Context: an optimization exercise on an open-source flow, tuned for small area and a short achievable clock period. The choices shown serve that exercise and are no tape-out recipe. In this exercise RTL edits were held to simulation tests only and were not proved equivalent to the original. Power and IR drop assume default switching activity.

## usb_data_buffer
module usb_data_buffer
#(
  parameter int unsigned DEPTH  = usb_pkg::USB_BUF_DEPTH,
  parameter int unsigned ADDR_W = usb_pkg::USB_BUF_ADDR_W
) (
  input  logic              clk,
  input  logic              n_rst,
  input  logic              flush,
  input  logic              clear,
  input  logic              store_rx_packet_data,
  input  logic [7:0]        rx_packet_data,
  input  logic              get_rx_data,
  input  logic              store_tx_data,
  input  logic [1:0]        data_size,
  input  logic [31:0]       tx_data,
  output logic [31:0]       rx_data,
  input  logic              get_tx_packet_data,
  output logic [7:0]        tx_packet_data,
  output logic [ADDR_W:0]   buffer_occupancy
);
  localparam int unsigned CntW = ADDR_W + 1;
  logic [ADDR_W-1:0] rd_ptr_q, rd_ptr_d, wr_ptr_q, wr_ptr_d;
  logic [CntW-1:0]   occ_q, occ_d;
  logic [7:0] occ_gt;
  logic [3:0] slot_free;
  logic [3:0] occ_gt_q;
  for (genvar k = 0; k < 8; k++) begin : gen_gt
    assign occ_gt[k] = occ_q > CntW'(k);
  end
  for (genvar k = 0; k < 4; k++) begin : gen_free
  ...
Size in the first run: about 1800 cells after synthesis, ~97 I/O pins, roughly 25000 sq um of cells after synthesis.
clock: 7.0 ns
lec_check: 0
abc_area: 1
cap_margin: 20
core_margin: 2
core_utilization: 45
cts_buf_list: sky130_fd_sc_hd__clkbuf_8
cts_cluster_diameter: 50
cts_cluster_size: 16
setup_slack_margin: 3.8
slew_margin: 20
synth_hierarchical: 1
synth_minimum_keep_size: 0
standard.sh (not shown) runs the stock make flow with config.mk's settings and CLKGATE_MAP_FILE= SYNTH_SCRIPT=/design/flow/synth_recipe.tcl, a recipe that flattens the netlist after the stock synthesis.
==> flow/flow/run.sh <==
#!/bin/bash
# The standard ORFS layout, with two changes:
#  - synthesis maps the logic with an area-oriented ABC script
#    (flow/abc_area.script) instead of ORFS's, which upsizes and buffers every
#    gate before placement; timing repair after placement sizes up only the
#    gates on paths that need it;
#  - every port still gets its own buffer, but the smallest buffer cell is
#    inserted (repair then sizes up those on critical paths).
set -euo pipefail
here=$(pwd)
rm -rf "$here/scripts"
cp -r "$FLOW_HOME/scripts" "$here/scripts"
cp "$here/flow/abc_area.script" "$here/scripts/abc_area.script"
bash standard.sh SCRIPTS_DIR="$here/scripts" \
  "BUFFER_PORTS_ARGS=-buffer_cell sky130_fd_sc_hd__buf_1" finish > "$here/orfs_make.log" 2>&1
==> flow/flow/abc_area.script <==
strash
&get -n
&fraig -x
&put
scorr
dc2
strash
&get -n
&dch -f
&nf -R 1000
&put
Then changed:
--- a/flow/config.mk
+++ b/flow/config.mk
@@ -9,9 +9,10 @@
 export CAP_MARGIN = 20
 export CORE_MARGIN = 2
-export CORE_UTILIZATION = 45
+export CORE_UTILIZATION = 55
 export CTS_BUF_LIST = sky130_fd_sc_hd__clkbuf_8
 export CTS_CLUSTER_DIAMETER = 50
 export CTS_CLUSTER_SIZE = 16
-export SETUP_SLACK_MARGIN = 3.8
+export PLACE_DENSITY = 0.7
+export SETUP_SLACK_MARGIN = 3.5
 export SLEW_MARGIN = 20
 export SYNTH_HIERARCHICAL = 1
What happened: Worst hold slack gets worse by 0.056 ns; die area decreases by 18%; setup slack gets worse by 0.11 ns; clock power decreases by 19%; wire length decreases by about 6%; first-iteration DRC count increases by about 17%.
Then changed:
--- a/flow/config.mk
+++ b/flow/config.mk
@@ -9,10 +9,9 @@
 export CAP_MARGIN = 20
 export CORE_MARGIN = 2
-export CORE_UTILIZATION = 55
+export CORE_UTILIZATION = 45
 export CTS_BUF_LIST = sky130_fd_sc_hd__clkbuf_8
 export CTS_CLUSTER_DIAMETER = 50
 export CTS_CLUSTER_SIZE = 16
-export PLACE_DENSITY = 0.7
-export SETUP_SLACK_MARGIN = 3.5
+export SETUP_SLACK_MARGIN = 3.0
 export SLEW_MARGIN = 20
 export SYNTH_HIERARCHICAL = 1
Clock-buffer cell count stays the same.
Area after synthesis is unchanged.
Final area decreases by 4.3%.
Clock power went up by about 3%.
Fmax falls by 4.2%.
Power went down by 0.44%.
Sequential share of layout area rises by 2.6 points.
Setup slack is worse by 0.17 ns.
Routed wire length goes up by 0.91%.
Final cell count rises by 4.1%.
Via count decreases by 3.3%.
Then changed:
--- a/flow/config.mk
+++ b/flow/config.mk
@@ -13,5 +13,5 @@
 export CTS_CLUSTER_DIAMETER = 50
 export CTS_CLUSTER_SIZE = 16
-export SETUP_SLACK_MARGIN = 3.0
+export SETUP_SLACK_MARGIN = 3.5
 export SLEW_MARGIN = 20
 export SYNTH_HIERARCHICAL = 1
Final area is higher by 5.2%.
Non-clock buffer count rose by 53.
Final cell count goes up by 2.2%.
Setup slack gains 0.33 ns.
Sequential share of layout area shrinks by 3.0 points.
Power rose by 4.6%.
Combinational power climbs by about 10%.
Synthesized cell count does not change.
Clock power increases by 11%.
Synthesized area stays the same.
First-iteration DRC count fell by 2.2%.

-- what the ideal ports hide --
How much do the figures lean on ideal ports? The routed layouts below were timed once more, with nothing changed but the port constraints.
Step 1 assumes that a clkbuf_16 drives the clock port and a buf_2 every other input.
Step 2 also shifts input and output timing later by t, the mid clock arrival at the registers, as if the neighbouring blocks saw the same clock.
Slacks: ideal ports / drivers / drivers and shift; pairs: ideal ports / drivers.
run | t (ns) | setup slack, ns | slew at the worst register clock pin (ns)
the first run | 0.744 | 3.357 / 3.302 / 3.187 | 0.10 / 0.10
the second run | 0.730 | 3.242 / 3.190 / 3.114 | 0.11 / 0.11
the third run | 0.722 | 3.077 / 3.052 / 2.431 | 0.11 / 0.11
the fourth run | 0.724 | 3.406 / 3.347 / 2.999 | 0.10 / 0.10
After both steps every run listed still meets setup and hold. The setup slack of the third run, which loses most, moves by -0.025 ns with the drivers and by -0.646 ns with both steps.
